This is an optimization exercise on Yosys and OpenROAD, whose aim is small area and a short achievable clock period, not a production implementation. In this exercise RTL edits were held to simulation tests only and were not proved equivalent to the original. No activity file was given, so power comes from the tool's default toggle rates.

==> flow/design.v <==
package dynode_pkg;
   typedef logic [12-1:0] sample_t;      
   typedef logic [8-1:0]    raw_t;         
   typedef logic [24-1:0]   evtime_t;      
   typedef logic [12-1:0] energy_t;      
   typedef logic [16-1:0]   fifo_word_t;
   typedef logic [4-1:0]   link_word_t;
   typedef enum logic [1:0] {
      MODE_ENERGY      = 2'd0,    
      MODE_RAW         = 2'd1,    
      MODE_BLCOR       = 2'd2,    
      MODE_BLCOR_SHORT = 2'd3     
   } readout_mode_t;
   typedef enum logic [2:0] {
      FS_IDLE,
      FS_PREAMBLE,
      FS_NWORDS,
      FS_MASK,
      FS_DATA
   } frame_state_t;
   typedef enum logic [2:0] {
      AL_SETTLE,                  
      AL_CHECK,                   
      AL_SLIP,                    
      AL_WAIT,                    
      AL_HALT                     
   } align_state_t;
   typedef struct packed {
      logic    evt_strobe;        
      evtime_t evt_time;
      logic    ene_load;          
      energy_t energy;
   } event_in_t;
endpackage
`timescale 1ns/1ns
module event_capture (
   input  logic                 clk,
   input  logic                 rst,
   input  dynode_pkg::event_in_t            evt,
   input  logic                 trigger,           
   output logic [8-1:0]   mcu_trigger,
   output logic [12-1:0]  event_whole,
   output logic [12-1:0]   event_frac,
   output logic                 frame_load,
   output dynode_pkg::energy_t              latched_energy
);
   logic time_sat;                                
   assign time_sat = &evt.evt_time[11:6];
   always_ff @(posedge clk) begin
      if (rst) begin
         mcu_trigger <= 8'hFF;
         frame_load  <= 1'b0;
      end else begin
         if (!evt.evt_strobe)
            mcu_trigger <= 8'hFF;            
         else if (time_sat)
            mcu_trigger <= 8'hF8;
         else
            mcu_trigger <= evt.evt_time[11:4];    
         frame_load <= evt.ene_load | trigger;    
      end
   end
   always_ff @(posedge clk) begin
      event_whole <= {{(12-8){1'b0}}, evt.evt_time[19:12]};
      event_frac  <= evt.evt_time[12-1:0];
   end
   always_ff @(posedge clk) begin
      if (evt.ene_load)
         latched_energy <= evt.energy;            
   end
endmodule
`timescale 1ns/1ns
module sample_delay_line (
   input  logic              clk,
   input  dynode_pkg::raw_t              raw_sample,
   input  dynode_pkg::sample_t           blcor_sample,
   input  dynode_pkg::readout_mode_t     data_mode,
   input  logic [4-1:0] data_delay_len,
   output dynode_pkg::sample_t           delayed_sample
);
   dynode_pkg::sample_t blcor_q [15];           
   dynode_pkg::sample_t head_q  [3+1];              
   dynode_pkg::sample_t prog_q  [16];                   
   always_ff @(posedge clk) begin
      blcor_q[0] <= blcor_sample;
      for (int i = 1; i < 15; i++)
         blcor_q[i] <= blcor_q[i-1];
   end
   always_ff @(posedge clk) begin
      if (data_mode == dynode_pkg::MODE_RAW)
         head_q[0] <= {{(12-8){1'b0}}, raw_sample};    
      else
         head_q[0] <= blcor_q[15-1];
      for (int i = 1; i <= 3; i++)
         head_q[i] <= head_q[i-1];
   end
   always_ff @(posedge clk) begin
      prog_q[0] <= head_q[3];
      for (int i = 1; i < 16; i++)
         prog_q[i] <= prog_q[i-1];
      delayed_sample <= prog_q[data_delay_len];   
   end
endmodule
`timescale 1ns/1ns
module trigger_frame_builder (
   input  logic          clk,
   input  logic          rst,
   input  logic          frame_load,
   input  dynode_pkg::readout_mode_t data_mode,
   input  logic [1:0]    channel_select,
   input  dynode_pkg::sample_t       delayed_sample,
   input  dynode_pkg::energy_t       latched_energy,
   output dynode_pkg::fifo_word_t    fifo_wdata,
   output logic          fifo_wen
);
   dynode_pkg::frame_state_t state;
   dynode_pkg::fifo_word_t   nwords;                          
   dynode_pkg::fifo_word_t   chan_mask;
   logic [5:0]   words_left;                      
   always_comb begin
      case (data_mode)
         dynode_pkg::MODE_ENERGY:      nwords = dynode_pkg::fifo_word_t'(1);
         dynode_pkg::MODE_RAW,
         dynode_pkg::MODE_BLCOR:       nwords = dynode_pkg::fifo_word_t'(33);
         dynode_pkg::MODE_BLCOR_SHORT: nwords = dynode_pkg::fifo_word_t'(17);
         default:          nwords = dynode_pkg::fifo_word_t'(1);
      endcase
   end
   assign chan_mask = dynode_pkg::fifo_word_t'(1) << channel_select;    
   always_ff @(posedge clk) begin
      if (rst) begin
         state      <= dynode_pkg::FS_IDLE;
         fifo_wen   <= 1'b0;
         words_left <= '0;
      end else begin
         case (state)
            dynode_pkg::FS_IDLE: begin
               fifo_wen   <= 1'b0;
               words_left <= nwords[5:0];
               if (frame_load)
                  state <= dynode_pkg::FS_PREAMBLE;           
            end
            dynode_pkg::FS_PREAMBLE: begin
               fifo_wen <= 1'b1;                  
               state    <= dynode_pkg::FS_NWORDS;
            end
            dynode_pkg::FS_NWORDS: begin
               fifo_wen <= 1'b1;
               state    <= dynode_pkg::FS_MASK;
            end
            dynode_pkg::FS_MASK: begin
               fifo_wen <= 1'b1;
               state    <= dynode_pkg::FS_DATA;
            end
            dynode_pkg::FS_DATA: begin
               fifo_wen   <= 1'b1;
               words_left <= words_left - 6'd1;
               if (words_left == 6'd1)
                  state <= dynode_pkg::FS_IDLE;               
            end
            default: begin
               fifo_wen <= 1'b0;
               state    <= dynode_pkg::FS_IDLE;
            end
         endcase
      end
   end
   always_ff @(posedge clk) begin
      case (state)
         dynode_pkg::FS_PREAMBLE: fifo_wdata <= 16'hA5A5;
         dynode_pkg::FS_NWORDS:   fifo_wdata <= nwords;
         dynode_pkg::FS_MASK:     fifo_wdata <= chan_mask;
         dynode_pkg::FS_DATA: begin
            if (words_left == 6'd1)
               fifo_wdata <= {{(16-12){1'b0}}, latched_energy};
            else
               fifo_wdata <= {{(16-12){1'b0}}, delayed_sample};
         end
         default:     fifo_wdata <= fifo_wdata;
      endcase
   end
endmodule
`timescale 1ns/1ns
module trigger_fifo (
   input  logic       clk,
   input  logic       rst,
   input  dynode_pkg::fifo_word_t fifo_wdata,
   input  logic       fifo_wen,
   input  logic       fifo_ren,
   output dynode_pkg::fifo_word_t fifo_rdata,
   output logic       fifo_not_empty,
   output logic       fifo_nearly_full
);
   dynode_pkg::fifo_word_t           mem [64];
   logic [6-1:0]  wr_ptr;
   logic [6-1:0]  rd_ptr;
   logic [6:0]    count;                   
   logic                 full;
   logic                 do_wr;
   logic                 do_rd;
   assign full             = (count == (6+1)'(64));
   assign fifo_not_empty   = (count != '0);
   assign fifo_nearly_full = (count >= (6+1)'(56));
   assign do_wr            = fifo_wen & ~full;    
   assign do_rd            = fifo_ren & fifo_not_empty;
   assign fifo_rdata       = mem[rd_ptr];         
   always_ff @(posedge clk) begin
      if (do_wr)
         mem[wr_ptr] <= fifo_wdata;
   end
   always_ff @(posedge clk) begin
      if (rst) begin
         wr_ptr <= '0;
         rd_ptr <= '0;
         count  <= '0;
      end else begin
         if (do_wr)
            wr_ptr <= wr_ptr + 1'b1;              
         if (do_rd)
            rd_ptr <= rd_ptr + 1'b1;
         case ({do_wr, do_rd})
            2'b10:   count <= count + 1'b1;
            2'b01:   count <= count - 1'b1;
            default: count <= count;
         endcase
      end
   end
endmodule
`timescale 1ns/1ns
module link_word_aligner (
   input  logic        clk,
   input  logic        rst,
   input  dynode_pkg::link_word_t  link_word,
   output logic        bitslip,
   output logic        link_aligned,
   output logic [15:0] bitslip_count
);
   dynode_pkg::align_state_t state;
   logic [3:0]   cyc_cnt;                         
   logic         marker;
   assign marker = link_word[3];
   always_ff @(posedge clk) begin
      if (rst) begin
         state   <= dynode_pkg::AL_SETTLE;
         cyc_cnt <= '0;
      end else begin
         case (state)
            dynode_pkg::AL_SETTLE: begin
               cyc_cnt <= cyc_cnt + 4'd1;
               if (cyc_cnt == 4'(8-1)) begin
                  cyc_cnt <= '0;
                  state   <= dynode_pkg::AL_CHECK;
               end
            end
            dynode_pkg::AL_CHECK:
               state <= marker ? dynode_pkg::AL_HALT : dynode_pkg::AL_SLIP;
            dynode_pkg::AL_SLIP: begin
               cyc_cnt <= '0;
               state   <= dynode_pkg::AL_WAIT;
            end
            dynode_pkg::AL_WAIT: begin
               cyc_cnt <= cyc_cnt + 4'd1;
               if (cyc_cnt == 4'(5-1)) begin
                  cyc_cnt <= '0;
                  state   <= dynode_pkg::AL_CHECK;            
               end
            end
            dynode_pkg::AL_HALT: begin
               cyc_cnt <= '0;
               if (!marker)
                  state <= dynode_pkg::AL_SETTLE;             
            end
            default: begin
               cyc_cnt <= '0;
               state   <= dynode_pkg::AL_SETTLE;
            end
         endcase
      end
   end
   always_ff @(posedge clk) begin
      if (rst) begin
         bitslip       <= 1'b0;
         link_aligned  <= 1'b0;
         bitslip_count <= '0;
      end else begin
         bitslip      <= (state == dynode_pkg::AL_SLIP);      
         link_aligned <= (state == dynode_pkg::AL_HALT);
         if (bitslip)
            bitslip_count <= bitslip_count + 16'd1;
      end
   end
endmodule
`timescale 1ns/1ns
module dynode_readout_top (
   input  logic                clk,
   input  logic                rst,
   input  logic                evt_strobe,        
   input  dynode_pkg::evtime_t             evt_time,
   input  logic                ene_load,
   input  dynode_pkg::energy_t             energy,
   input  dynode_pkg::raw_t                raw_sample,
   input  dynode_pkg::sample_t             blcor_sample,
   input  logic                trigger,
   input  logic [1:0]          data_mode,
   input  logic [1:0]          channel_select,
   input  logic [4-1:0]   data_delay_len,
   input  logic                fifo_ren,
   input  dynode_pkg::link_word_t          link_word,
   output logic [8-1:0]  mcu_trigger,
   output logic [12-1:0] event_whole,
   output logic [12-1:0]  event_frac,
   output dynode_pkg::fifo_word_t          fifo_rdata,
   output logic                fifo_not_empty,
   output logic                fifo_nearly_full,
   output logic                bitslip,
   output logic                link_aligned,
   output logic [15:0]         bitslip_count
);
   logic       frame_load;
   dynode_pkg::energy_t    latched_energy;
   dynode_pkg::sample_t    delayed_sample;
   dynode_pkg::fifo_word_t fifo_wdata;
   logic       fifo_wen;
   dynode_pkg::event_in_t  evt;
   dynode_pkg::readout_mode_t mode;
   assign evt  = {evt_strobe, evt_time, ene_load, energy};    
   assign mode = dynode_pkg::readout_mode_t'(data_mode);
   event_capture i_event_capture (
      .clk            (clk),
      .rst            (rst),
      .evt            (evt),
      .trigger        (trigger),
      .mcu_trigger    (mcu_trigger),
      .event_whole    (event_whole),
      .event_frac     (event_frac),
      .frame_load     (frame_load),
      .latched_energy (latched_energy)
   );
   sample_delay_line i_sample_delay_line (
      .clk            (clk),
      .raw_sample     (raw_sample),
      .blcor_sample   (blcor_sample),
      .data_mode      (mode),
      .data_delay_len (data_delay_len),
      .delayed_sample (delayed_sample)
   );
   trigger_frame_builder i_trigger_frame_builder (
      .clk            (clk),
      .rst            (rst),
      .frame_load     (frame_load),
      .data_mode      (mode),
      .channel_select (channel_select),
      .delayed_sample (delayed_sample),
      .latched_energy (latched_energy),
      .fifo_wdata     (fifo_wdata),
      .fifo_wen       (fifo_wen)
   );
   trigger_fifo i_trigger_fifo (
      .clk              (clk),
      .rst              (rst),
      .fifo_wdata       (fifo_wdata),
      .fifo_wen         (fifo_wen),
      .fifo_ren         (fifo_ren),
      .fifo_rdata       (fifo_rdata),
      .fifo_not_empty   (fifo_not_empty),
      .fifo_nearly_full (fifo_nearly_full)
   );
   link_word_aligner i_link_word_aligner (
      .clk           (clk),
      .rst           (rst),
      .link_word     (link_word),
      .bitslip       (bitslip),
      .link_aligned  (link_aligned),
      .bitslip_count (bitslip_count)
   );
endmodule
==> flow/run.sh <==
#!/bin/bash
# synth_recipe.tcl (not shown) runs the flow's synth.tcl, then flattens the netlist and writes it again
# the make line also repeats each setting of config.mk as NAME=value (left out here)
make -C /OpenROAD-flow-scripts/flow DESIGN_CONFIG=/design/flow/config.mk WORK_HOME=/design/flow/orfs CLKGATE_MAP_FILE= SYNTH_SCRIPT=/design/flow/synth_recipe.tcl finish
==> flow/config.mk <==
export PLATFORM = sky130hd
export DESIGN_NAME = dynode_readout_top
export DESIGN_NICKNAME = dynode_readout_top
export VERILOG_FILES = /design/flow/design.v
export SDC_FILE = /design/flow/constraint.sdc
export NUM_CORES = 4
export LEC_CHECK = 0
export CAP_MARGIN = 20
export CORE_MARGIN = 2
export CORE_UTILIZATION = 40
export SLEW_MARGIN = 20
==> flow/constraint.sdc <==
create_clock -name core_clock -period 6.0 [get_ports {clk}]
set_input_delay 1.2000 -clock core_clock [delete_from_list [all_inputs] [get_ports {clk}]]
set_output_delay 1.2000 -clock core_clock [all_outputs]
set_load 0.01 [all_outputs]
==> results.cfg <==
[final_layout]
mostFrequentLayoutCell = edfxtp_1
nFillCells = 9663
nets = 2918
area_delta_synth_final_pct = 16.8
most-common-layout-cells = edfxtp_1 (857), dfxtp_1 (518), mux4_2 (201), nor2_1 (145), clkbuf_16 (143)
layout.cells.non_filler = 4463
layout-drive-gt1-share = 0.192

[clock_network]
cts-resized-gates = 0
cts_tree = done
htreeDepth = 4
cts_made_buffers = 139
cts.clk_slew.worst_paths_ns = 0.06
cts_setup_buffers = 0
cts_root_buf = clkbuf_16
insertion_delay_ns = 0.75
cts.path.max_buffers = 3
cts_sinks = 1378
holdBufCountCts = 0

[sta]
period_needed_ns = 5.52
drv_slew = 0
fmax_ghz = 0.181
hold_viol_final = 0
finClkSkew_ns = 0.0262
relSlewSlack = 0.241
fin_crit_sh = 0.920
fin_ws_ns = 0.483
tightest_slew_ns = 1.14
grt_setup_unrepaired = false
whs_ns = 0.313
setup-violations-final = 0
fin_tns_setup_ns = 0

[die]
coreArea_mm2 = 0.116
start_util = 0.404
die_w_um = 347
ios = 142
die_y_um = 347
dieArea_mm2 = 0.120
num_rows = 125

[global_routing]
grt_pass1_wl_um = 155000
first_global_vias = 24600
grt_max_degree = 65
grt_overflow = 0
antenna_found_initial = 3
grt.total_usage = 0.172

[synth]
syn_avg_cell_area_um2 = 18.1
yosys.area.top_type = edfxtp_1
synthArstFlopShare = 0
synth-edff-count = 857
synth_top_area_share = 0.548
synth.ff_latch_count = 1378
synth-main-ff-cell = edfxtp_1
ys_top_cells_by_area = edfxtp_1 (55%), dfxtp_1 (22%), mux4_2 (9.6%)
ys_warn_count = 8
netlist_area_mm2 = 0.0469
yosysUniqueCellTypes = 71
yosysSeqAreaShare = 0.771
synth_cells = 2589

[drt]
drt-total-wl_um = 104000
drt-pass1-iter-count = 7
ant_nets = 0
viasPerCell = 5.38
num_vias = 24000
wl_per_cell_um = 23.2
drt_iter0_drc = 2233
drc = 0

[power]
p_leak_nw = 18.0
vdd_ir_drop_max_v = 0.000271
powerDensity_mw_per_mm2 = 392

[run]
maxCapViolCount = 0

[place]
dp_slack_ns = 1.18
placedCellCount = 4215
dpl.hpwl_um = 61600
place.gp.congestion = 0.844
portBuffers = 128

[setup_path]
required_ns = 4.80
critPathCaptureType = output port
start_kind = register
crit_type = register to output port
crit_arrival_ns = 4.32
path_max_fanout = 38

[min_path]
hold_class = register to register

[outcome]
status = complete, no violations
-- synth_stat cells (all sizes together) (11+ instances only) --
library cell,number
nor2,165
a22oi,34
nor2b,26
mux2,22
ha,12
xor2,18
a21oi,32
o221ai,14
nor3,31
mux4,201
nand2,80
nand3,32
nand4,14
mux2i,55
a221oi,11
buf,78
o22ai,36
o211ai,21
nand2b,24
o22a,12
a2111oi,16
edfxtp,857
dfxtp,521
inv,20
clkbuf,61
or3,12
a22o,16
xnor2,11
o21ai,20
a31oi,17
-- logic make-up (layout without fill, tap and decap cells) --
kind of cell / after synthesis / in the layout / synth area share
flip-flops: 1378 / 1378 / 0.771
AND/OR/NAND/NOR: 442 / 442 / 0.0453
AO/OA/AOI/OAI: 290 / 290 / 0.0458
multiplexers: 278 / 278 / 0.113
buffers and inverters: 159 / 503 / 0.0160
XOR/XNOR: 29 / 29 / 0.00541
adder cells (fa/ha/maj): 12 / 12 / 0.00320
other: 1 / 7 / 0.0000799
-- stage by stage --
stage | power [mW] | cell area, um2 | utilization
after floorplan | 12.5 | 46900 | -
after global placement | 13.3 | 50400 | 0.433
after detailed placement | 13.4 | 50400 | 0.434
after CTS | 21.7 | 54800 | 0.472
after global routing | 22.3 | 54800 | 0.472
final | 21.5 | 54800 | 0.472
-- area by class of cell --
cell class	count	area [um2]	area share
Multi-Input combinational cell	1057	10100	0.184
Timing Repair Buffer	236	2160	0.0394
Clock inverter	55	526	0.00959
Clock buffer	192	3870	0.0707
Antenna cell	1	2.50	0.0000457
Inverter	20	75.1	0.00137
Tap cell	1524	1910	0.0348
Sequential cell	1378	36200	0.660
-- per-layer routing --
layer | up-vias | GRT usage | wire [um]
li1 | 10600 | - | -
met1 | 12400 | 0.239 | 45400
met2 | 834 | 0.266 | 47800
met3 | 177 | 0.0419 | 7660
met4 | 2 | 0.0594 | 2700
met5 | - | 0 | 13
-- worst max-delay path: stages, from the launching register on --
cell and delay, ns:
dfxtp_4 0.87, buf_4 0.46, mux4_2 0.29, o22ai_1 0.12, a2111oi_0 0.76, buf_4 0.26
a22o_1 0.20, clkdlybuf4s50_1 0.57
-- worst paths after layout --
check                                                    endpoint  cells past startpoint  slack (ns)                              start
worst max-delay path                                fifo_rdata[6]                      7        0.48                           register
worst min-delay path            i_sample_delay_line.head_q[1][11]                      0        0.31  i_sample_delay_line.head_q[0][11]
worst max register to register         i_trigger_fifo.mem[59][11]                      5        2.29            i_trigger_fifo.count[2]
worst min register to register  i_sample_delay_line.head_q[1][11]                      0        0.31  i_sample_delay_line.head_q[0][11]
-- power by group --
part | total, mW | switching (mW) | internal [mW]
combinational | 2.46 | 1.32 | 1.14
clock | 8.29 | 3.53 | 4.76
sequential | 10.7 | 0.249 | 10.5
-- sequential cells by signal, summed over array words and instances (netlist names), named ones only --
signal                              count
i_event_capture.event_frac             12
i_event_capture.event_whole             8
i_event_capture.frame_load              1
i_event_capture.latched_energy         12
i_event_capture.mcu_trigger             8
i_link_word_aligner.bitslip             1
i_link_word_aligner.bitslip_count      16
i_link_word_aligner.cyc_cnt             4
i_link_word_aligner.link_aligned        1
i_link_word_aligner.state               3
i_sample_delay_line.blcor_q           180
i_sample_delay_line.delayed_sample     12
i_sample_delay_line.head_q             48
i_sample_delay_line.prog_q            192
i_trigger_fifo.count                    7
i_trigger_fifo.mem                    832
i_trigger_fifo.rd_ptr                   6
i_trigger_fifo.wr_ptr                   6
i_trigger_frame_builder.fifo_wdata     13
i_trigger_frame_builder.fifo_wen        1
i_trigger_frame_builder.state           3
i_trigger_frame_builder.words_left      6

## port drivers added, routing unchanged
No port has a modelled driver above. Below, the same layout with a new extraction and two added sets of constraints.
Step 1, drivers: a clkbuf_16 drives clk and a buf_2 each remaining input, both assumed.
Step 2 times the ports against the registers' clock, not the clock port: input delays grow and output delays shrink by t, the midpoint of the rising clock arrivals with the driver on.
Slacks: no drivers / after step 1 / after step 2; pairs: no drivers / after step 1.
t, ns: 0.801
setup slack, ns: 0.483 / 0.414 / 1.215
pins driven straight from the clock port: 1
After both steps setup and hold are still met in this run. For this run, drivers alone change the setup slack by -0.069 ns; drivers and shift together by +0.732 ns.
